Context: an optimization exercise on an open-source flow, tuned for small area. The choices shown serve that exercise and are no tape-out recipe. In this exercise RTL edits were held to simulation tests only and were not proved equivalent to the original. Power and IR drop assume default switching activity.

==> inputs of run C <==
// xbar_bank
module xbar_bank
#(
  parameter int NUM_CHANNELS   = 2,   
  parameter int FIRST_POSITION = 0    
) (
  input  logic                    sclk,
  input  logic                    reset,
  input  logic                    enable,
  input  logic                    re,
  input  logic                    wr,
  input  logic [ADDR_BITS-1:0]    addr,
  input  logic [WORD_BITS-1:0]    data,
  output logic [WORD_BITS-1:0]    data_out,
  output logic [NUM_CHANNELS-1:0] xbar_clock,
  output logic [NUM_CHANNELS-1:0] pclk,
  output logic [NUM_CHANNELS-1:0] sin
);
  logic [NUM_CHANNELS-1:0] cs;
  logic [NUM_CHANNELS-1:0] start;
  logic [NUM_CHANNELS-1:0] busy;
  logic [NUM_CHANNELS-1:0] bit_val;
  logic [BIT_COUNT_BITS-1:0] bit_count [NUM_CHANNELS];
  logic is_cmd;
  assign is_cmd = (addr[7:5] == REGION_COMMAND);
  for (genvar g = 0; g < NUM_CHANNELS; g++) begin : g_chan
    assign cs[g] = enable && (addr[ADDR_BITS-1 -: POS_BITS] == POS_BITS'(FIRST_POSITION + g));
    xbar_regs u_regs (
      .sclk     (sclk),
      .reset    (reset),
      .wsel     (cs[g] && wr && !is_cmd),
      .csel     (cs[g] && wr && is_cmd),
      .windex   (addr[INDEX_BITS-1:0]),
      .data     (data),
      .busy     (busy[g]),
      .bit_index(bit_count[g]),
      .start    (start[g]),
      .bit_out  (bit_val[g])
    );
    xbar_shifter u_shifter (
      .sclk      (sclk),
      .reset     (reset),
      .start     (start[g]),
      .bit_in    (bit_val[g]),
      .busy      (busy[g]),
      .bit_count (bit_count[g]),
      .xbar_clock(xbar_clock[g]),
      .pclk      (pclk[g]),
      .sin       (sin[g])
    );
  end
  logic       rd_id;
  logic [1:0] rd_status;
  logic       rd_owner;
  logic       rd_hit;
  logic       rd_chan;
  assign rd_hit  = re && (|cs);
  assign rd_chan = cs[1];
  always_ff @(posedge sclk) begin
    if (reset || !rd_hit) begin
      rd_id     <= 1'b0;
      rd_status <= '0;
    end else if (addr[7:0] == REG_STATUS) begin
      rd_id     <= 1'b0;
      rd_status <= {start[rd_chan], busy[rd_chan]};
    end else if (addr[7:0] == REG_ID) begin
      rd_id     <= 1'b1;
      rd_status <= '0;
    end else if (rd_owner != rd_chan) begin
      rd_id     <= 1'b0;
      rd_status <= '0;
    end
  end
  always_ff @(posedge sclk) begin
    rd_owner <= rd_chan;
  end
  ...
==> module xbar_regs, before the edit <==
module xbar_regs
(
  input  logic                      sclk,
  input  logic                      reset,
  input  logic                      wsel,        
  input  logic                      csel,        
  input  logic [INDEX_BITS-1:0]     windex,      
  input  logic [WORD_BITS-1:0]      data,
  input  logic                      busy,        
  input  logic [BIT_COUNT_BITS-1:0] bit_index,   
  output logic                      start,       
  output logic                      bit_out      
);
  logic [PATTERN_BITS-1:0] mem;   
  for (genvar w = 0; w < PATTERN_WORDS; w++) begin : g_word
    logic wen, hold;
    assign wen  = wsel && (windex == INDEX_BITS'(w)) && !reset;
    assign hold = !(wsel && (windex == INDEX_BITS'(w))) && !reset;
    always_ff @(posedge sclk) begin
      mem[w*WORD_BITS +: WORD_BITS] <= ({WORD_BITS{wen}} & data) |
                                       ({WORD_BITS{hold}} & mem[w*WORD_BITS +: WORD_BITS]);
    end
  end
  logic [PATTERN_WORDS-1:0] word_sel;
  logic [WORD_BITS-1:0]     word;
  always_comb begin
    word = '0;
    for (int w = 0; w < PATTERN_WORDS; w++) begin
      word_sel[w] = (bit_index[BIT_COUNT_BITS-1 -: INDEX_BITS] == INDEX_BITS'(w));
      word = word | ({WORD_BITS{word_sel[w]}} & mem[w*WORD_BITS +: WORD_BITS]);
    end
  end
  assign bit_out = word[~bit_index[3:0]];
  always_ff @(posedge sclk) begin
    if (reset) begin
      start <= 1'b0;
    end else begin
      if (csel) begin
        start <= (data != '0);
      end
      if (busy) begin
        start <= 1'b0;   
      end
    end
  end
endmodule
==> module xbar_shifter, before the edit <==
module xbar_shifter
(
  input  logic                      sclk,
  input  logic                      reset,
  input  logic                      start,       
  input  logic                      bit_in,      
  output logic                      busy,
  output logic [BIT_COUNT_BITS-1:0] bit_count,
  output logic                      xbar_clock,
  output logic                      pclk,
  output logic                      sin
);
  logic fetch;
  logic word_done;
  logic last_bit;
  assign word_done = &bit_count[3:0];
  assign last_bit  = &bit_count;
  always_ff @(posedge sclk) begin
    if (reset) begin
      busy       <= 1'b0;
      fetch      <= 1'b0;
      xbar_clock <= 1'b0;
      pclk       <= 1'b1;
    end else begin
      busy       <= busy ? pclk : start;
      fetch      <= (!busy && start) || (xbar_clock && word_done && !last_bit);
      xbar_clock <= busy && pclk && !fetch && !xbar_clock;
      pclk       <= !(xbar_clock && last_bit);
    end
  end
  always_ff @(posedge sclk) begin
    if (reset) begin
      bit_count <= '0;
    end else if (xbar_clock) begin
      bit_count <= bit_count + 1'b1;   
    end
  end
  assign sin = busy && pclk && !fetch && bit_in;
endmodule
==> module xbar_bank, before the edit <==
module xbar_bank
#(
  parameter int NUM_CHANNELS   = 2,   
  parameter int FIRST_POSITION = 0    
) (
  input  logic                    sclk,
  input  logic                    reset,
  input  logic                    enable,
  input  logic                    re,
  input  logic                    wr,
  input  logic [ADDR_BITS-1:0]    addr,
  input  logic [WORD_BITS-1:0]    data,
  output logic [WORD_BITS-1:0]    data_out,
  output logic [NUM_CHANNELS-1:0] xbar_clock,
  output logic [NUM_CHANNELS-1:0] pclk,
  output logic [NUM_CHANNELS-1:0] sin
);
  logic [NUM_CHANNELS-1:0] cs;
  logic [NUM_CHANNELS-1:0] start;
  logic [NUM_CHANNELS-1:0] busy;
  logic [NUM_CHANNELS-1:0] bit_val;
  logic [BIT_COUNT_BITS-1:0] bit_count [NUM_CHANNELS];
  logic is_cmd;
  assign is_cmd = (addr[7:5] == REGION_COMMAND);
  for (genvar g = 0; g < NUM_CHANNELS; g++) begin : g_chan
    assign cs[g] = enable && (addr[ADDR_BITS-1 -: POS_BITS] == POS_BITS'(FIRST_POSITION + g));
    xbar_regs u_regs (
      .sclk     (sclk),
      .reset    (reset),
      .wsel     (cs[g] && wr && !is_cmd),
      .csel     (cs[g] && wr && is_cmd),
      .windex   (addr[INDEX_BITS-1:0]),
      .data     (data),
      .busy     (busy[g]),
      .bit_index(bit_count[g]),
      .start    (start[g]),
      .bit_out  (bit_val[g])
    );
    xbar_shifter u_shifter (
      .sclk      (sclk),
      .reset     (reset),
      .start     (start[g]),
      .bit_in    (bit_val[g]),
      .busy      (busy[g]),
      .bit_count (bit_count[g]),
      .xbar_clock(xbar_clock[g]),
      .pclk      (pclk[g]),
      .sin       (sin[g])
    );
  end
  logic       rd_id;
  logic [1:0] rd_status;
  logic       rd_owner;
  logic       rd_hit;
  logic       rd_chan;
  assign rd_hit  = re && (|cs);
  assign rd_chan = cs[1];
  always_ff @(posedge sclk) begin
    if (reset || !rd_hit) begin
      rd_id     <= 1'b0;
      rd_status <= '0;
    end else if (addr[7:0] == REG_STATUS) begin
      rd_id     <= 1'b0;
      rd_status <= {start[rd_chan], busy[rd_chan]};
    end else if (addr[7:0] == REG_ID) begin
      rd_id     <= 1'b1;
      rd_status <= '0;
    end else if (rd_owner != rd_chan) begin
      rd_id     <= 1'b0;
      rd_status <= '0;
    end
  end
  always_ff @(posedge sclk) begin
    rd_owner <= rd_chan;
  end
  assign data_out = ({WORD_BITS{rd_id}} & ID_VALUE) | {{(WORD_BITS - 2){1'b0}}, rd_status};
endmodule
export LEC_CHECK = 0
export CAP_MARGIN = 20
export CORE_MARGIN = 2
export CORE_UTILIZATION = 40
export SLEW_MARGIN = 20
create_clock -name core_clock -period 5.0 [get_ports {sclk}]
run.sh (not shown) runs the stock make flow with config.mk's settings and CLKGATE_MAP_FILE= SYNTH_SCRIPT=/design/flow/synth_recipe.tcl, a recipe that flattens the netlist after the stock synthesis.
==> run Z: changes against run C <==
--- a/flow/design.v
+++ b/flow/design.v
@@ -18,31 +18,48 @@
   input  logic                      reset,
-  input  logic                      wsel,        
-  input  logic                      csel,        
-  input  logic [INDEX_BITS-1:0]     windex,      
+  input  logic [INDEX_BITS-1:0]     wphase,       
+  input  logic                      parity,       
+  input  logic [PATTERN_WORDS-1:0]  slot_hit,     
+  input  logic [WORD_BITS-1:0]      ring_data,    
+  input  logic                      wsel,         
+  input  logic                      csel,         
+  input  logic [INDEX_BITS-1:0]     windex,       
   input  logic [WORD_BITS-1:0]      data,
-  input  logic                      busy,        
-  input  logic [BIT_COUNT_BITS-1:0] bit_index,   
-  output logic                      start,       
-  output logic                      bit_out      
+  input  logic                      busy,         
+  input  logic [INDEX_BITS-1:0]     word_index,   
+  input  logic [WORD_BITS-1:0]      sent,         
+  output logic                      start,        
+  output logic [WORD_BITS-1:0]      cur_word      
 );
-  logic [PATTERN_BITS-1:0] mem;   
-  for (genvar w = 0; w < PATTERN_WORDS; w++) begin : g_word
-    logic wen, hold;
-    assign wen  = wsel && (windex == INDEX_BITS'(w)) && !reset;
-    assign hold = !(wsel && (windex == INDEX_BITS'(w))) && !reset;
+  logic [WORD_BITS-1:0] ring [PATTERN_WORDS];
+  for (genvar s = 0; s < PATTERN_WORDS; s++) begin : g_slot
+    logic we, keep;
+    assign we   = reset || (wsel && slot_hit[s]);
+    assign keep = reset || !(wsel && slot_hit[s]);
     always_ff @(posedge sclk) begin
-      mem[w*WORD_BITS +: WORD_BITS] <= ({WORD_BITS{wen}} & data) |
-                                       ({WORD_BITS{hold}} & mem[w*WORD_BITS +: WORD_BITS]);
-    end
-  end
-  logic [PATTERN_WORDS-1:0] word_sel;
-  logic [WORD_BITS-1:0]     word;
-  always_comb begin
-    word = '0;
-    for (int w = 0; w < PATTERN_WORDS; w++) begin
-      word_sel[w] = (bit_index[BIT_COUNT_BITS-1 -: INDEX_BITS] == INDEX_BITS'(w));
-      word = word | ({WORD_BITS{word_sel[w]}} & mem[w*WORD_BITS +: WORD_BITS]);
-    end
-  end
-  assign bit_out = word[~bit_index[3:0]];
+      ring[s] <= ~((ring_data | {WORD_BITS{keep}}) &
+                   (ring[(s + PATTERN_WORDS - 1) % PATTERN_WORDS] | {WORD_BITS{we}}));
+    end
+  end
+  logic [INDEX_BITS-1:0] port_pos;   
+  logic                  at_this;    
+  logic                  at_next;    
+  logic                  snoop;      
+  logic [WORD_BITS-1:0]  port_word;
+  assign port_pos  = word_index + wphase;
+  assign at_this   = (port_pos == INDEX_BITS'(1));
+  assign at_next   = (port_pos == INDEX_BITS'(0));
+  assign snoop     = wsel && (windex == word_index);
+  assign port_word = ring[0] ^ {WORD_BITS{parity}};
+  for (genvar b = 0; b < WORD_BITS; b++) begin : g_bit
+    localparam int C = WORD_BITS - 1 - b;
+    always_ff @(posedge sclk) begin
+      if (reset) begin
+        cur_word[C] <= 1'b0;
+      end else if (snoop) begin
+        cur_word[C] <= data[C];
+      end else if (sent[b] ? at_next : at_this) begin
+        cur_word[C] <= port_word[C];
+      end
+    end
+  end
   always_ff @(posedge sclk) begin
@@ -63,17 +80,29 @@
 (
-  input  logic                      sclk,
-  input  logic                      reset,
-  input  logic                      start,       
-  input  logic                      bit_in,      
-  output logic                      busy,
-  output logic [BIT_COUNT_BITS-1:0] bit_count,
-  output logic                      xbar_clock,
-  output logic                      pclk,
-  output logic                      sin
+  input  logic                  sclk,
+  input  logic                  reset,
+  input  logic                  start,        
+  input  logic [WORD_BITS-1:0]  cur_word,     
+  output logic                  busy,
+  output logic [INDEX_BITS-1:0] word_index,   
+  output logic [WORD_BITS-1:0]  sent,         
+  output logic                  xbar_clock,
+  output logic                  pclk,
+  output logic                  sin
 );
-  logic fetch;
-  logic word_done;
-  logic last_bit;
-  assign word_done = &bit_count[3:0];
-  assign last_bit  = &bit_count;
+  logic                      fetch;
+  logic [BIT_COUNT_BITS-1:0] bit_count;
+  logic [3:0]                bit_pos;
+  logic                      word_done;
+  logic                      last_bit;
+  logic                      presenting;   
+  assign bit_pos    = bit_count[3:0];
+  assign word_index = bit_count[BIT_COUNT_BITS-1 -: INDEX_BITS];
+  assign word_done  = &bit_pos;
+  assign last_bit   = &bit_count;
+  assign presenting = busy && pclk && !fetch;
+  always_comb begin
+    for (int b = 0; b < WORD_BITS; b++) begin
+      sent[b] = presenting && ((4'(b) < bit_pos) || ((4'(b) == bit_pos) && xbar_clock));
+    end
+  end
   always_ff @(posedge sclk) begin
@@ -98,3 +127,3 @@
   end
-  assign sin = busy && pclk && !fetch && bit_in;
+  assign sin = presenting && cur_word[~bit_pos];
 endmodule
@@ -121,6 +150,27 @@
   logic [NUM_CHANNELS-1:0] busy;
-  logic [NUM_CHANNELS-1:0] bit_val;
-  logic [BIT_COUNT_BITS-1:0] bit_count [NUM_CHANNELS];
+  logic [WORD_BITS-1:0]    cur_word   [NUM_CHANNELS];
+  logic [WORD_BITS-1:0]    sent       [NUM_CHANNELS];
+  logic [INDEX_BITS-1:0]   word_index [NUM_CHANNELS];
   logic is_cmd;
   assign is_cmd = (addr[7:5] == REGION_COMMAND);
+  logic [INDEX_BITS-1:0]    wphase;    
+  logic                     parity;    
+  logic [INDEX_BITS-1:0]    wslot;
+  logic [PATTERN_WORDS-1:0] slot_hit;
+  logic [WORD_BITS-1:0]     ring_data;
+  always_ff @(posedge sclk) begin
+    if (reset) begin
+      wphase <= INDEX_BITS'(1);
+    end else begin
+      wphase <= wphase + 1'b1;
+    end
+  end
+  assign wslot  = addr[INDEX_BITS-1:0] + wphase;
+  assign parity = !wphase[0];
+  always_comb begin
+    for (int s = 0; s < PATTERN_WORDS; s++) begin
+      slot_hit[s] = (wslot == INDEX_BITS'(s));
+    end
+  end
+  assign ring_data = data ^ {WORD_BITS{parity}};
   for (genvar g = 0; g < NUM_CHANNELS; g++) begin : g_chan
@@ -130,2 +180,6 @@
       .reset    (reset),
+      .wphase   (wphase),
+      .parity   (parity),
+      .slot_hit (slot_hit),
+      .ring_data(ring_data),
       .wsel     (cs[g] && wr && !is_cmd),
@@ -135,5 +189,6 @@
       .busy     (busy[g]),
-      .bit_index(bit_count[g]),
+      .word_index(word_index[g]),
+      .sent     (sent[g]),
       .start    (start[g]),
-      .bit_out  (bit_val[g])
+      .cur_word (cur_word[g])
     );
@@ -143,5 +198,6 @@
       .start     (start[g]),
-      .bit_in    (bit_val[g]),
+      .cur_word  (cur_word[g]),
       .busy      (busy[g]),
-      .bit_count (bit_count[g]),
+      .word_index(word_index[g]),
+      .sent      (sent[g]),
       .xbar_clock(xbar_clock[g]),
- CORE_UTILIZATION: 40 -> 55
- CTS_CLUSTER_DIAMETER: not set -> 100
- CTS_CLUSTER_SIZE: not set -> 25
==> PnR_summary.wiki <==
{| class="wikitable"
! Metric !! Value
|-
| Part of the cycle the worst path needs || 0.984
|-
| Number of setup buffers added after CTS || 5
|-
| Total met3 wirelength after detailed routing || 21.9 mm
|-
| Footprint of the multi-input gates || 18000 um2
|-
| Vias in the first global route || 34500
|-
| Overall die area || 104000 um2
|-
| Met2 capacity usage during global routing || 0.568
|-
| FF-to-FF Start || g_chan[0].u_shifter.bit_count[0]
|-
| Synth Register Bits || 1056
|-
| Result of the run || finished clean
|-
| Non-filler instance count after layout || 5292
|-
| Sequential cell area || 21200 um2
|-
| Combinational group share of total power || 0.036
|-
| Flip-flop and latch share of the layout cell area || 0.441
|}
Source of the figures above: run C

==> PnR_summary.wiki <==
{| class="wikitable"
! Metric !! Value
|-
| Synth Register Bits || 1093
|-
| Sequential cell area || 21900 um2
|-
| Result of the run || finished clean
|-
| Vias in the first global route || 24100
|-
| Part of the cycle the worst path needs || 0.814
|-
| Met2 capacity usage during global routing || 0.473
|-
| Combinational group share of total power || 0.108
|-
| Total met3 wirelength after detailed routing || 8.06 mm
|-
| Footprint of the multi-input gates || 11600 um2
|-
| Flip-flop and latch share of the layout cell area || 0.582
|}
Source of the figures above: run Z

[afterwards: timing with drivers on the ports]
The flow's constraints put no driver on any port. The routed layouts listed below were extracted and timed again, unchanged, in two steps. Step 1 assumes that a clkbuf_16 drives the clock port and a buf_2 every other input. Step 2 times the ports against the registers' clock, not the clock port: input delays grow and output delays shrink by t, the midpoint of the rising clock arrivals with the driver on. a / b / c = ideal / step 1 / step 2; a / b = the first two.
| run | t, ns | setup WS [ns] | clock arrival spread, ns |
|---|---|---|---|
| run C | 0.762 | 0.080 / 0.011 / 0.725 | 0.022 / 0.021 |
| run Z | 0.702 | 0.931 / 0.866 / 0.372 | 0.027 / 0.028 |
After both steps setup and hold are still met in every run listed. For run Z, which loses most, drivers alone change the setup slack by -0.065 ns; drivers and shift together by -0.559 ns.
